Context: an optimization exercise on an open-source flow, tuned for small area, a short achievable clock period and few clock cycles per item. The choices shown serve that exercise and are no tape-out recipe. RTL that was checked went through simulation tests only; none was proved equivalent to the original.

== oak ==
==> flow/design.v (excerpt) <==
module systolic_mm_top (
   input  logic         clk,
   input  logic         rst,
   input  logic         in_valid,
   output logic         in_ready,
   input  logic [31:0]  a_col,
   input  logic [31:0]  b_row,
   output logic         out_valid,
   input  logic         out_ready,
   output logic [287:0] c,
   output logic         busy
);
   systolic_mm_engine u_engine (
      .clk       (clk),
      .rst       (rst),
      .in_valid  (in_valid),
      .in_ready  (in_ready),
      .a_col     (a_col),
      .b_row     (b_row),
      .out_valid (out_valid),
      .out_ready (out_ready),
      .c         (c),
      .busy      (busy)
   );
endmodule
Size: roughly 4900 cells after synthesis, ~410 flip-flops, roughly 360 I/O pins, roughly 0.049 mm² of cells after synthesis.
Settings: LEC_CHECK=0, CAP_MARGIN=20, CORE_MARGIN=2, CORE_UTILIZATION=85, SETUP_SLACK_MARGIN=3, SLEW_MARGIN=20; clock period 7.0 ns.
standard.sh (not shown) runs the stock make flow with config.mk's settings and CLKGATE_MAP_FILE= SYNTH_SCRIPT=/design/flow/synth_recipe.tcl, a recipe that flattens the netlist after the stock synthesis.
==> flow/flow/run.sh <==
#!/bin/bash
# Own layout flow: the standard ORFS flow, with the port buffers that
# placement inserts on every input and output made plain buf_2 cells instead
# of the delay buffers the standard choice picks. Every tool's output goes to
# a log file of its own here (ORFS's per-step logs stay under orfs/logs).
set -euo pipefail
export BUFFER_PORTS_ARGS="-buffer_cell sky130_fd_sc_hd__buf_2"
bash standard.sh synth > synth.log 2>&1
bash standard.sh > layout.log 2>&1
Testbench counts of oak, summed over its fixed seeds: cycles 1,552, matrices 384.
Edits applied to the flow inputs when going from oak to pine:
- changing CORE_UTILIZATION from 85 to 80
Results
| final worst hold slack | higher: pine |
Going from oak to pine, critical path required time went down by 0.03 ns, aggregate routed wire length went down by 22%.
oak ended up with u_engine.first1_q as its worst setup path startpoint; pine ended up with u_engine.bd1_q[3].
Instance count on the critical path came out exactly the same in pine and oak.
Comparing pine and oak, the higher post-route fraction of the period consumed by the critical path was measured on oak.
Reported for pine and oak, area after synthesis turned out identical to the last digit.
Edits applied to the flow inputs when going from pine to birch:
- swapping 80 for 75 in CORE_UTILIZATION
- putting CTS_CLUSTER_SIZE at 30 where nothing was set
- putting CTS_BUF_LIST at sky130_fd_sc_hd__clkbuf_8 where nothing was set
diff --git a/flow/flow/run.sh b/flow/flow/run.sh
--- a/flow/flow/run.sh
+++ b/flow/flow/run.sh
@@ -3 +3 @@
-# placement inserts on every input and output made plain buf_2 cells instead
+# placement inserts on every input and output made plain buf_1 cells instead
@@ -7 +7 @@
-export BUFFER_PORTS_ARGS="-buffer_cell sky130_fd_sc_hd__buf_2"
+export BUFFER_PORTS_ARGS="-buffer_cell sky130_fd_sc_hd__buf_1"
==> comparison <==
Fmax: birch above pine
Comparing time the final worst path needs with I/O delays and setup for pine and birch, the smaller number came from birch.
In birch relative to pine, count of non-filler cells in the finished layout had gone up by a few percent.
Inputs modified between birch and maple:
- a deleted CTS_CLUSTER_SIZE that had been 30
- an added TNS_END_PERCENT of 30
- a deleted CTS_BUF_LIST that had been sky130_fd_sc_hd__clkbuf_8
diff --git a/flow/flow/run.sh b/flow/flow/run.sh
--- a/flow/flow/run.sh
+++ b/flow/flow/run.sh
@@ -3 +3 @@
-# placement inserts on every input and output made plain buf_1 cells instead
+# placement inserts on every input and output made plain buf_2 cells instead
@@ -7 +7 @@
-export BUFFER_PORTS_ARGS="-buffer_cell sky130_fd_sc_hd__buf_1"
+export BUFFER_PORTS_ARGS="-buffer_cell sky130_fd_sc_hd__buf_2"
Findings:
maple finished every step from synthesis to the final layout, and the layout passed the timing, DRC and antenna checks.
A timing endpoint of the critical path of c[286] is what maple shows, while c[284] belongs to birch.
Iteration count of the initial detailed-routing pass: maple and birch compared, higher one is birch
On worst setup slack, maple does worse than birch.
Per the comparison of maple with birch, cell area rose 660 µm², share of the clock period used by the worst path after layout went up 1.1 points.

Starting RTL as in the previous note.
Settings: LEC_CHECK=0, CAP_MARGIN=20, CORE_MARGIN=2, CORE_UTILIZATION=75, SETUP_SLACK_MARGIN=3, SLEW_MARGIN=20; clock period 7.0 ns.
==> flow/flow/run.sh <==
#!/bin/bash
# Own layout flow: the standard ORFS flow, with the port buffers that
# placement inserts on every input and output made plain buf_2 cells instead
# of the delay buffers the standard choice picks. Every tool's output goes to
# a log file of its own here (ORFS's per-step logs stay under orfs/logs).
set -euo pipefail
export BUFFER_PORTS_ARGS="-buffer_cell sky130_fd_sc_hd__buf_2"
bash standard.sh synth > synth.log 2>&1
bash standard.sh > layout.log 2>&1
The first run produced a clean layout.
Testbench counts at the start, summed over its fixed seeds: cycles 1,552, matrices 384.
Then changed:
Settings changed: SETUP_SLACK_MARGIN 3 to 3.25.
The changed run passed the timing, DRC and antenna checks.
Critical path depth decreases by 5.
Design area grows by 8.1%.
Area after synthesis stays the same.
Sequential share of layout area went down by 1.7 points.
Synthesized cell count does not change.

== onyx ==
Another version of the RTL of systolic_mm_top (not shown whole).
For scale: roughly 5100 cells after synthesis, roughly 410 flip-flops, ~0.051 mm² of cells after synthesis.
export LEC_CHECK = 0
export CAP_MARGIN = 20
export CORE_MARGIN = 2
export CORE_UTILIZATION = 60
export SETUP_SLACK_MARGIN = 3.5
export SLEW_MARGIN = 20
create_clock -name core_clock -period 7.0 [get_ports {clk}]
run.sh (not shown) runs the stock make flow with config.mk's settings and CLKGATE_MAP_FILE= SYNTH_SCRIPT=/design/flow/synth_recipe.tcl, a recipe that flattens the netlist after the stock synthesis.
Stock flow here: none of the scripts above is used.
Relative to onyx, the following input files were edited for sierra:
diff --git a/flow/config.mk b/flow/config.mk
--- a/flow/config.mk
+++ b/flow/config.mk
@@ -8,5 +8,5 @@
 export CAP_MARGIN = 20
 export CORE_MARGIN = 2
-export CORE_UTILIZATION = 60
-export SETUP_SLACK_MARGIN = 3.5
+export CORE_UTILIZATION = 45
+export SETUP_SLACK_MARGIN = 2
 export SLEW_MARGIN = 20
Findings:
- In summary, sierra completed successfully, with a layout that passed the timing, DRC and antenna checks.
- Compared with onyx, in sierra non-clock buffer count fell by 47%, average wire length per cell after detail routing went down 3.7 µm, via count shows a reduction of 4311.
- Final cell area: sierra below onyx
- Core region area was lower in onyx than in sierra.
- Final wirelength: sierra vs onyx down 15%
- Cmp sierra and onyx / layout net count / higher: onyx
- The synthesis-to-layout area growth reported for sierra is smaller than that of onyx by 19 points.
- | area after detailed placement | onyx vs sierra | ≈ equal |
- Minimum clock period (sierra over onyx): increase, 860 ps
No run of this note included a check of the RTL's function; only the layout flow was run.

systolic_mm_top, a different RTL version from the one above (not shown whole).
Size in the first run: roughly 5000 cells after synthesis, about 410 flip-flops, about 360 I/O pins, ~0.050 mm2 of cells after synthesis.
Design systolic_mm_top, start of the top module:
module systolic_mm_top (
   input  logic         clk,
   input  logic         rst,
   input  logic         in_valid,
   output logic         in_ready,
   input  logic [31:0]  a_col,
   input  logic [31:0]  b_row,
   output logic         out_valid,
   input  logic         out_ready,
   output logic [287:0] c,
   output logic         busy
);
   systolic_mm_engine u_engine (
      .clk       (clk),
      .rst       (rst),
      .in_valid  (in_valid),
      .in_ready  (in_ready),
      .a_col     (a_col),
      .b_row     (b_row),
      .out_valid (out_valid),
      .out_ready (out_ready),
      .c         (c),
      .busy      (busy)
   );
endmodule
==> flow/config.mk <==
export PLATFORM = sky130hd
export DESIGN_NAME = systolic_mm_top
export DESIGN_NICKNAME = systolic_mm_top
export VERILOG_FILES = /design/flow/design.v
export SDC_FILE = /design/flow/constraint.sdc
export NUM_CORES = 4
export LEC_CHECK = 0
export CAP_MARGIN = 20
export CORE_MARGIN = 2
export CORE_UTILIZATION = 60
export SETUP_SLACK_MARGIN = 3
export SLEW_MARGIN = 20
==> flow/constraint.sdc <==
create_clock -name core_clock -period 7.0 [get_ports {clk}]
set_input_delay 1.4000 -clock core_clock [delete_from_list [all_inputs] [get_ports {clk}]]
set_output_delay 1.4000 -clock core_clock [all_outputs]
set_load 0.01 [all_outputs]
standard.sh (not shown) runs the stock make flow with config.mk's settings and CLKGATE_MAP_FILE= SYNTH_SCRIPT=/design/flow/synth_recipe.tcl, a recipe that flattens the netlist after the stock synthesis.
Scripts as last shown in full above: flow/flow/run.sh
The starting point finished with timing, DRC and antenna clean.
Testbench counts at the start, summed over its fixed seeds: cycles 1,552, matrices 384.
==> next run, changes <==
CORE_UTILIZATION = 75   (was 60)
=> Synthesized area is unchanged; design area falls slightly; core utilization rises by 16 points; fmax falls slightly; setup slack is worse by 22 ps; first-iteration DRC count rises by a quarter to a third; synthesized cell count stays the same; sequential cell count is unchanged.
==> next run, changes <==
==> flow/flow/run.sh (replaced) <==
#!/bin/bash
# Own layout flow: the standard ORFS flow, with the port buffers that
# placement inserts on every input and output made plain buf_1 cells instead
# of the delay buffers the standard choice picks. Every tool's output goes to
# a log file of its own here (ORFS's per-step logs stay under orfs/logs).
set -euo pipefail
export BUFFER_PORTS_ARGS="-buffer_cell sky130_fd_sc_hd__buf_1"
bash standard.sh synth > synth.log 2>&1
bash standard.sh > layout.log 2>&1
Outcome: Global-route usage is lower by 0.47 points. Worst hold slack improved by 9.0 ps. Die area is unchanged. Wire length hardly moves. Setup slack stays flat. Via count is higher by 0.89%. Maximum frequency is about the same. Critical path depth is unchanged.
==> next run, changes <==
==> flow/flow/run.sh (replaced) <==
#!/bin/bash
# Own layout flow: the standard ORFS flow with two changes.
# - The port buffers that placement puts on every input and output are plain
#   buf_2 cells instead of the delay buffers the default choice picks.
# - After global routing, gates off the critical paths are downsized
#   (ORFS's RECOVER_POWER step).
# Every tool's output goes to a log file of its own here; ORFS's per-step logs
# stay under orfs/logs.
set -euo pipefail
export BUFFER_PORTS_ARGS="-buffer_cell sky130_fd_sc_hd__buf_2"
export RECOVER_POWER=100
bash standard.sh synth > synth.log 2>&1
bash standard.sh > layout.log 2>&1
CORE_UTILIZATION = 60   (was 75)
The new run completed, yet does not pass: max-capacitance violations, max-slew violations.
Count of clock-buffer cells in the layout is higher by 8.
Synthesized area does not change.
Worst setup slack gets worse by 1200 ps.
Routed wire length went up by 3.0%.
Maximum frequency drops by 24%.

==> re-timing with driven ports <==
Ports are ideal in the flow. The routed layouts listed here were re-timed in OpenROAD. Step 1 sets driving cells, clkbuf_16 on the clock port and buf_2 on the other inputs (assumed; they add their load-dependent delay and slew). Step 2, shift: input delay + t, output delay - t, t = (earliest + latest rising clock arrival at the registers) / 2. This alone moves slack from input paths to output paths. Slacks: ideal / step 1 / step 2; pairs: ideal / step 1.
run	t (ns)	slack for setup (ns)	worst setup path after step 2
oak	0.705	2.407 / 2.407 / 2.407	register to register
pine	0.681	3.001 / 2.978 / 3.001	register to register
birch	0.764	3.053 / 2.986 / 3.059	register to register
maple	0.685	2.973 / 2.904 / 3.031	register to register
the first run of note 2	0.680	3.056 / 3.016 / 3.056	register to register
the second run of note 2	0.695	3.099 / 3.053 / 3.099	register to register
onyx	0.712	3.122 / 3.101 / 3.122	register to register
sierra	0.725	2.259 / 2.259 / 2.259	register to register
the first run of note 4	0.697	3.011 / 3.011 / 3.011	register to register
the second run of note 4	0.691	2.989 / 2.979 / 2.989	register to register
the third run of note 4	0.689	2.988 / 2.988 / 2.988	register to register
the fourth run of note 4	0.700	1.751 / 1.801 / 1.101	input to register
The setup slack of the fourth run of note 4, which loses most, moves by +0.050 ns with the drivers and by -0.650 ns with both steps.
